This design comes from an exercise in tuning for small area on the open sky130 flow, not from production work.
The RTL was checked by simulation tests, not by an equivalence proof against the original design.
Power figures rest on the tool's default switching activity, not on a simulated workload.

==> flow/design.v <==
package fc_pkg;
    typedef logic signed [7:0]  act_t;
    typedef logic signed [15:0] acc_t;
    typedef enum logic [1:0] {
        R_IDLE,
        R_FETCH,
        R_SEND
    } rd_state_t;
    localparam int ACT_MAX = 127;
    localparam int ACT_MIN = -128;
endpackage
module act_requant (
    input  fc_pkg::acc_t x_i,
    input  logic       relu_en_i,
    input  logic [3:0] shift_amt_i,
    output fc_pkg::act_t y_o,
    output logic       sat_o
);
    localparam logic signed [16:0] HI = 17'(fc_pkg::ACT_MAX);
    localparam logic signed [16:0] LO = 17'(fc_pkg::ACT_MIN);
    logic signed [16:0] v;
    logic signed [16:0] sum;
    logic signed [16:0] r;
    always_comb begin
        v     = (relu_en_i && x_i < 0) ? 17'sd0 : $signed({x_i[15], x_i});
        sum   = v;
        r     = v;
        if (shift_amt_i != 4'd0) begin
            sum = v + (17'sd1 <<< (shift_amt_i - 4'd1));
            r   = sum >>> shift_amt_i;
        end
        sat_o = 1'b0;
        y_o   = r[7:0];
        if (r > HI) begin
            y_o   = 8'(fc_pkg::ACT_MAX);
            sat_o = 1'b1;
        end else if (r < LO) begin
            y_o   = 8'(fc_pkg::ACT_MIN);
            sat_o = 1'b1;
        end
    end
endmodule
module fc_act_writeback #(
    parameter int NODES = 200,
    parameter int DW    = 16,
    parameter int OW    = 8,
    parameter int IW    = $clog2(NODES)
) (
    input  logic          clk,
    input  logic          rst,
    input  logic          in_valid,
    input  logic [DW-1:0] in_x,
    output logic          in_ready,
    input  logic          relu_en,
    input  logic [3:0]    shift_amt,
    output logic          out_valid,
    input  logic          out_ready,
    output logic [OW-1:0] out_data,
    output logic [IW-1:0] out_idx,
    output logic          out_last,
    output logic          sat_pulse
);
    localparam logic [IW-1:0] LAST_IDX = IW'(NODES - 1);
    localparam int MB = 8 * NODES;
    logic [MB-1:0] bank0_q;
    logic [MB-1:0] bank1_q;
    logic [1:0]    full_q, full_d;
    logic          wr_bank_q, rd_bank_q;
    logic [IW-1:0] wr_cnt_q, out_idx_q;
    logic          s1_valid_q, sat_pulse_q, out_valid_q, fetch_q;
    fc_pkg::act_t  rq_y;
    logic          rq_sat, accept, last_wr, wr_tgt, out_at_last;
    logic          rd_issue, rd_adv, rd_free, shift0, shift1;
    act_requant u_requant (
        .x_i         (fc_pkg::acc_t'(in_x)),
        .relu_en_i   (relu_en),
        .shift_amt_i (shift_amt),
        .y_o         (rq_y),
        .sat_o       (rq_sat)
    );
    assign last_wr  = s1_valid_q && (wr_cnt_q == LAST_IDX);
    assign in_ready = !rst && !full_q[wr_bank_q] && !(last_wr && full_q[~wr_bank_q]);
    assign accept   = in_valid && in_ready;
    assign wr_tgt   = wr_bank_q ^ last_wr;
    assign out_at_last = (out_idx_q == LAST_IDX);
    assign rd_issue = !fetch_q && !out_valid_q && full_q[rd_bank_q];
    assign rd_adv   = out_valid_q && out_ready && !out_at_last;
    assign rd_free  = out_valid_q && out_ready && out_at_last;
    assign shift0 = (accept && !wr_tgt) || (rd_adv && !rd_bank_q);
    assign shift1 = (accept &&  wr_tgt) || (rd_adv &&  rd_bank_q);
    always_comb begin
        full_d = full_q;
        if (last_wr) full_d[wr_bank_q] = 1'b1;
        if (rd_free) full_d[rd_bank_q] = 1'b0;
    end
    always_ff @(posedge clk) begin
        if (shift0) bank0_q <= {bank0_q[MB-9:0], rq_y};
        if (shift1) bank1_q <= {bank1_q[MB-9:0], rq_y};
    end
    always_ff @(posedge clk or posedge rst) begin
        if (rst) begin
            s1_valid_q  <= 1'b0;
            sat_pulse_q <= 1'b0;
            wr_cnt_q    <= '0;
            wr_bank_q   <= 1'b0;
            full_q      <= 2'b00;
        end else begin
            s1_valid_q  <= accept;
            sat_pulse_q <= accept && rq_sat;
            full_q      <= full_d;
            if (s1_valid_q) begin
                if (last_wr) begin
                    wr_cnt_q  <= '0;
                    wr_bank_q <= ~wr_bank_q;
                end else begin
                    wr_cnt_q <= wr_cnt_q + IW'(1);
                end
            end
        end
    end
    always_ff @(posedge clk or posedge rst) begin
        if (rst) begin
            fetch_q     <= 1'b0;
            out_valid_q <= 1'b0;
            rd_bank_q   <= 1'b0;
            out_idx_q   <= '0;
        end else begin
            fetch_q <= rd_issue;
            if (fetch_q) out_valid_q <= 1'b1;
            if (rd_adv) out_idx_q <= out_idx_q + IW'(1);
            if (rd_free) begin
                out_valid_q <= 1'b0;
                out_idx_q   <= '0;
                rd_bank_q   <= ~rd_bank_q;
            end
        end
    end
    assign out_valid = out_valid_q;
    assign out_data  = rd_bank_q ? bank1_q[MB-1 -: 8] : bank0_q[MB-1 -: 8];
    assign out_idx   = out_idx_q;
    assign out_last  = out_valid_q && out_at_last;
    assign sat_pulse = sat_pulse_q;
endmodule
Settings: LEC_CHECK=0, CAP_MARGIN=20, CORE_MARGIN=2, CORE_UTILIZATION=40, SLEW_MARGIN=20; clock period 6.5 ns.
run.sh (not shown) runs the stock make flow with config.mk's settings and CLKGATE_MAP_FILE= SYNTH_SCRIPT=/design/flow/synth_recipe.tcl, a recipe that flattens the netlist after the stock synthesis.
==> next run, changes <==
--- a/flow/design.v
+++ b/flow/design.v
@@ -68,9 +68,12 @@
     logic          wr_bank_q, rd_bank_q;
     logic [IW-1:0] wr_cnt_q, out_idx_q;
     logic          s1_valid_q, sat_pulse_q, out_valid_q, fetch_q;
+    fc_pkg::act_t  s1_data_q;
+    logic          sh0_q, sh1_q, hold0_q, hold1_q;
     fc_pkg::act_t  rq_y;
     logic          rq_sat, accept, last_wr, wr_tgt, out_at_last;
     logic          rd_issue, rd_adv, rd_free, shift0, shift1;
+    fc_pkg::act_t  tail0, tail1;
     act_requant u_requant (
         .x_i         (fc_pkg::acc_t'(in_x)),
         .relu_en_i   (relu_en),
@@ -94,8 +97,13 @@
         if (rd_free) full_d[rd_bank_q] = 1'b0;
     end
     always_ff @(posedge clk) begin
-        if (shift0) bank0_q <= {bank0_q[MB-9:0], rq_y};
-        if (shift1) bank1_q <= {bank1_q[MB-9:0], rq_y};
+        s1_data_q <= rq_y;
+        sh0_q     <= shift0;
+        hold0_q   <= !shift0;
+        sh1_q     <= shift1;
+        hold1_q   <= !shift1;
+        bank0_q   <= ({bank0_q[MB-9:0], s1_data_q} & {MB{sh0_q}}) | (bank0_q & {MB{hold0_q}});
+        bank1_q   <= ({bank1_q[MB-9:0], s1_data_q} & {MB{sh1_q}}) | (bank1_q & {MB{hold1_q}});
     end
     always_ff @(posedge clk or posedge rst) begin
         if (rst) begin
@@ -135,8 +143,10 @@
             end
         end
     end
+    assign tail0 = sh0_q ? bank0_q[MB-9 -: 8] : bank0_q[MB-1 -: 8];
+    assign tail1 = sh1_q ? bank1_q[MB-9 -: 8] : bank1_q[MB-1 -: 8];
     assign out_valid = out_valid_q;
-    assign out_data  = rd_bank_q ? bank1_q[MB-1 -: 8] : bank0_q[MB-1 -: 8];
+    assign out_data  = rd_bank_q ? tail1 : tail0;
     assign out_idx   = out_idx_q;
     assign out_last  = out_valid_q && out_at_last;
     assign sat_pulse = sat_pulse_q;
The changed run passed the timing, design-rule and antenna checks.
Register-to-register slack is better by 0.55 ns.
Synthesized cell count is higher by 110%.
Non-clock buffer count rose by 25.
Clock-buffer cell count rose by 112.
Utilization fell by 0.57 points.
Flip-flop and latch count came out higher by 12.
Via count grows by 70%.
Hold slack improved by 0.025 ns.
First-iteration DRC count drops by 3.9%.
Cell count came out higher by 42%.
Clock power rose by about 8%.

## what the ideal ports hide
The results above use ideal ports. As a check the final layouts listed here were re-extracted and re-timed, cells and wires unchanged.
Step 1: set_driving_cell puts a clkbuf_16 on clk and a buf_2 on each other input, an assumption about the parent block.
Step 2 moves the port delays by t, midway between the first and last clock arrival at a register: inputs arrive t later, outputs are due t later. That takes back most of the time a late clock gives input paths.
a / b / c = ideal / step 1 / step 2; a / b = the first two.
| run | t (ns) | setup slack, ns | worst hold slack (ns) | worst register clock-pin slew, ns |
|---|---|---|---|---|
| the first run | 0.972 | 0.767 / 0.830 / -0.142 | 0.376 / 0.376 / 0.376 | 0.07 / 0.07 |
| the second run | 0.982 | 1.146 / 1.199 / 0.216 | 0.401 / 0.401 / 0.401 | 0.07 / 0.07 |
With both steps, setup timing fails in the first run, where it was met with ideal ports. For the second run, which loses most, drivers alone change the setup slack by +0.053 ns; drivers and shift together by -0.930 ns.
